This is an optimization exercise on Yosys and OpenROAD, whose aim is small area, not a production implementation. Only simulation tests tie the RTL to the original design; equivalence was not proved. Power figures rest on the tool's default switching activity, not on a simulated workload.

==> module sector_timer_bank, before the edit <==
module sector_timer_bank #(
  parameter int unsigned N_SECT      = 24,
  parameter int unsigned AW          = 5,
  parameter int unsigned TW          = 16,
  parameter int unsigned PW          = 16,
  parameter int unsigned STALL_TICKS = 5000
) (
  input  logic          i_clk,
  input  logic          i_rst,
  input  logic          i_tick_1us,
  input  logic          i_sct1,
  input  logic          i_sct2,
  input  logic          i_sct_id_ready,
  input  logic [AW-1:0] i_sct_id_mcu,
  input  logic          i_ram_change,
  input  logic          i_rd_en,
  input  logic [AW-1:0] i_rd_addr,
  output logic [TW-1:0] o_rd_data,
  output logic          o_rd_valid,
  output logic [AW-1:0] o_cur_sector,
  output logic [PW-1:0] o_period_out,
  output logic          o_not_rotate
);
  localparam int unsigned SW = $clog2(STALL_TICKS + 1);   
  logic [2:0]    r_s1, r_s2;
  logic          r_e1, r_e2;
  logic [AW-1:0] r_cur;
  logic [PW-1:0] r_period_live;
  logic [PW-1:0] r_period_out;
  logic [SW-1:0] r_stall_cnt;
  logic          r_not_rotate;
  logic [TW-1:0] r_acc    [N_SECT];
  logic [TW-1:0] r_shadow [N_SECT];
  logic          r_sh_valid;    
  logic [TW-1:0] r_rd_data;
  logic          r_rd_valid;
  logic [AW-1:0]     w_cur_nxt;
  logic [N_SECT-1:0] w_dec_cur;   
  logic [N_SECT-1:0] w_dec_rd;    
  logic [TW-1:0]     w_acc_p0, w_acc_p1, w_sh_p0, w_sh_p1;
  logic [PW-1:0]     w_period_live_nxt, w_period_out_nxt;
  logic [SW-1:0]     w_stall_nxt;
  logic              w_nr_nxt;
  logic [TW-1:0]     w_rd_nxt;
  logic              w_tick_ok;
  logic              w_clr;
  logic [TW-1:0]     w_bus;       
  always_ff @(posedge i_clk) begin
    if (i_rst) begin
      r_s1 <= '0;
      r_s2 <= '0;
      r_e1 <= 1'b0;
      r_e2 <= 1'b0;
    end else begin
      r_s1 <= {r_s1[1:0], i_sct1};
      r_s2 <= {r_s2[1:0], i_sct2};
      r_e1 <= r_s1[1] & ~r_s1[2];
      r_e2 <= r_s2[1] & ~r_s2[2];
    end
  end
  stb_cur_logic #(.N_SECT(N_SECT), .AW(AW)) u_cur (
    .i_rst(i_rst), .i_e1(r_e1), .i_e2(r_e2), .i_id_ready(i_sct_id_ready), .i_id_mcu(i_sct_id_mcu),
    .i_cur(r_cur), .o_cur_nxt(w_cur_nxt), .o_dec(w_dec_cur)
  );
  stb_rd_dec #(.N_SECT(N_SECT), .AW(AW)) u_rd_dec (.i_valid(r_sh_valid & ~i_rst), .i_addr(i_rd_addr), .o_dec(w_dec_rd));
  for (genvar b = 0; b < TW; b++) begin : g_mux
    logic [N_SECT-1:0]   w_acc_col, w_sh_col;
    logic [N_SECT/3-1:0] w_acc_pn, w_sh_pn;
    for (genvar i = 0; i < N_SECT; i++) begin : g_col
      assign w_acc_col[i] = r_acc[i][b];
      assign w_sh_col[i]  = r_shadow[i][b];
    end
    for (genvar j = 0; j < N_SECT / 3; j++) begin : g_grp
      stb_aoi222 u_acc (.i_sel(w_dec_cur[3*j +: 3]), .i_d(w_acc_col[3*j +: 3]), .o_yn(w_acc_pn[j]));
      stb_aoi222 u_sh  (.i_sel(w_dec_rd[3*j +: 3]),  .i_d(w_sh_col[3*j +: 3]),  .o_yn(w_sh_pn[j]));
    end
    stb_nand4 u_acc0 (.i_a(w_acc_pn[3:0]), .o_y(w_acc_p0[b]));
    stb_nand4 u_acc1 (.i_a(w_acc_pn[7:4]), .o_y(w_acc_p1[b]));
    stb_nand4 u_sh0  (.i_a(w_sh_pn[3:0]),  .o_y(w_sh_p0[b]));
    stb_nand4 u_sh1  (.i_a(w_sh_pn[7:4]),  .o_y(w_sh_p1[b]));
  end
  assign w_rd_nxt = w_sh_p0 | w_sh_p1;
  stb_period_logic #(.PW(PW)) u_period (
    .i_rst(i_rst), .i_e1(r_e1), .i_snap(i_ram_change), .i_live(r_period_live), .i_out(r_period_out),
    .o_live_nxt(w_period_live_nxt), .o_out_nxt(w_period_out_nxt)
  );
  stb_stall_logic #(.STALL_TICKS(STALL_TICKS), .SW(SW)) u_stall (
    .i_rst(i_rst), .i_edge(r_e1 | r_e2), .i_tick(i_tick_1us), .i_cnt(r_stall_cnt), .i_nr(r_not_rotate),
    .o_cnt_nxt(w_stall_nxt), .o_nr_nxt(w_nr_nxt)
  );
  always_ff @(posedge i_clk) begin
    r_cur         <= w_cur_nxt;
    r_period_live <= w_period_live_nxt;
    r_period_out  <= w_period_out_nxt;
    r_stall_cnt   <= w_stall_nxt;
    r_not_rotate  <= w_nr_nxt;
    if (i_rd_en | i_rst) r_rd_data <= w_rd_nxt;
    if (i_rst) begin
      r_rd_valid <= 1'b0;
      r_sh_valid <= 1'b0;
    end else begin
      r_rd_valid <= i_rd_en;
      if (i_ram_change) r_sh_valid <= 1'b1;
    end
  end
  assign w_tick_ok = i_tick_1us & ~r_not_rotate;
  assign w_clr     = i_rst | i_ram_change;
  stb_bus_logic #(.TW(TW)) u_bus (
    .i_p0(w_acc_p0), .i_p1(w_acc_p1), .i_clr(w_clr), .i_first(w_tick_ok & ~i_rst), .o_bus(w_bus)
  );
  for (genvar i = 0; i < N_SECT; i++) begin : g_sect
    logic w_en, w_d0;
    stb_sect_ctl u_ctl (
      .i_clr(w_clr), .i_tick_ok(w_tick_ok), .i_sel(w_dec_cur[i]), .i_bus0(w_bus[0]), .o_en(w_en), .o_d0(w_d0)
    );
    always_ff @(posedge i_clk) begin
      if (w_en) r_acc[i] <= {w_bus[TW-1:1], w_d0};
      if (i_ram_change) r_shadow[i] <= r_acc[i];
    end
  end
  assign o_rd_data    = r_rd_data;
  assign o_rd_valid   = r_rd_valid;
  assign o_cur_sector = r_cur;
  assign o_period_out = r_period_out;
  assign o_not_rotate = r_not_rotate;
endmodule
Settings: LEC_CHECK=0, CAP_MARGIN=20, CORE_MARGIN=2, CORE_UTILIZATION=40, CTS_BUF_LIST=sky130_fd_sc_hd__clkbuf_8 sky130_fd_sc_hd__clkbuf_16, CTS_CLUSTER_DIAMETER=80, CTS_CLUSTER_SIZE=30, PLACE_DENSITY=0.8, SLEW_MARGIN=20, SYNTH_HIERARCHICAL=1, SYNTH_MINIMUM_KEEP_SIZE=0; clock period 5.0 ns.
standard.sh (not shown) runs the stock make flow with config.mk's settings and CLKGATE_MAP_FILE= SYNTH_SCRIPT=/design/flow/synth_recipe.tcl, a recipe that flattens the netlist after the stock synthesis.
==> flow/flow/run.sh <==
#!/bin/bash
# Layout flow: the standard flow (standard.sh: ORFS from synthesis to finish, with config.mk's
# settings) with two ORFS settings passed through the environment:
#  - the input and output port buffers use the smallest buffer cell instead of the default;
#  - clock tree synthesis (same buffers and clustering as config.mk) adds no dummy loads.
# The whole output of every tool goes to standard.log in this folder (ORFS also keeps its own
# per-step logs under orfs/logs).
set -euo pipefail
export BUFFER_PORTS_ARGS="-buffer_cell sky130_fd_sc_hd__buf_1"
export CTS_ARGS="-sink_clustering_enable -repair_clock_nets -sink_clustering_size 30 -sink_clustering_max_diameter 80 -buf_list {sky130_fd_sc_hd__clkbuf_8 sky130_fd_sc_hd__clkbuf_16} -dont_use_dummy_load"
bash standard.sh > standard.log 2>&1
Edit:
--- a/flow/design.v
+++ b/flow/design.v
@@ -197,7 +197,7 @@
     .i_rst(i_rst), .i_e1(r_e1), .i_e2(r_e2), .i_id_ready(i_sct_id_ready), .i_id_mcu(i_sct_id_mcu),
     .i_cur(r_cur), .o_cur_nxt(w_cur_nxt), .o_dec(w_dec_cur)
   );
-  stb_rd_dec #(.N_SECT(N_SECT), .AW(AW)) u_rd_dec (.i_valid(r_sh_valid & ~i_rst), .i_addr(i_rd_addr), .o_dec(w_dec_rd));
+  stb_rd_dec #(.N_SECT(N_SECT), .AW(AW)) u_rd_dec (.i_valid(r_sh_valid & i_rd_en & ~i_rst), .i_addr(i_rd_addr), .o_dec(w_dec_rd));
   for (genvar b = 0; b < TW; b++) begin : g_mux
     logic [N_SECT-1:0]   w_acc_col, w_sh_col;
     logic [N_SECT/3-1:0] w_acc_pn, w_sh_pn;
@@ -214,7 +214,7 @@
     stb_nand4 u_sh0  (.i_a(w_sh_pn[3:0]),  .o_y(w_sh_p0[b]));
     stb_nand4 u_sh1  (.i_a(w_sh_pn[7:4]),  .o_y(w_sh_p1[b]));
   end
-  assign w_rd_nxt = w_sh_p0 | w_sh_p1;
+  assign w_rd_nxt = w_sh_p0 | w_sh_p1 | (r_rd_data & {TW{~i_rd_en & ~i_rst}});
   stb_period_logic #(.PW(PW)) u_period (
     .i_rst(i_rst), .i_e1(r_e1), .i_snap(i_ram_change), .i_live(r_period_live), .i_out(r_period_out),
     .o_live_nxt(w_period_live_nxt), .o_out_nxt(w_period_out_nxt)
@@ -229,7 +229,7 @@
     r_period_out  <= w_period_out_nxt;
     r_stall_cnt   <= w_stall_nxt;
     r_not_rotate  <= w_nr_nxt;
-    if (i_rd_en | i_rst) r_rd_data <= w_rd_nxt;
+    r_rd_data     <= w_rd_nxt;
     if (i_rst) begin
       r_rd_valid <= 1'b0;
       r_sh_valid <= 1'b0;
Result:
- The new run finished with timing, DRC and antenna clean
- fmax grows by 0.32%
- non-clock buffer count shrinks by 8
- sequential power fell by about 0.5%
- global-route usage barely changes
- via count hardly moves
- core utilization goes up by 0.33 points
- synthesized cell count is about the same
- hold slack got worse by 13 ps
- setup slack is better by 15 ps
- routed wire length barely changes
- final cell count goes down by 0.56%
- clock-buffer cell count went up by 1

-- re-timing with driven ports --
The flow's constraints put no driver on any port. The routed layouts listed below were extracted and timed again, unchanged, in two steps.
Step 1 (the two cells are an assumption about what drives the block):
set clk [get_ports {i_clk}]
set_driving_cell -lib_cell sky130_fd_sc_hd__clkbuf_16 $clk
set_driving_cell -lib_cell sky130_fd_sc_hd__buf_2 [delete_from_list [all_inputs] $clk]
Step 2 adds t to the input delays and takes it off the output delays; t is the mean of the earliest and latest rising clock arrival at the registers after step 1. Input paths then give back, and output paths get back, about the clock's delay inside the block.
a / b / c = ideal ports / drivers / drivers and shift; a / b = the first two.
run	t (ns)	setup slack, ns	worst setup path at the end	worst register clock-pin slew, ns	worst slew at a driven data input, ns
the first run	0.635	0.268 / 0.268 / 0.268	register to register	0.11 / 0.11	0.06
the second run	0.625	0.284 / 0.284 / 0.284	register to register	0.12 / 0.12	0.08
After both steps setup and hold are still met in every run listed.
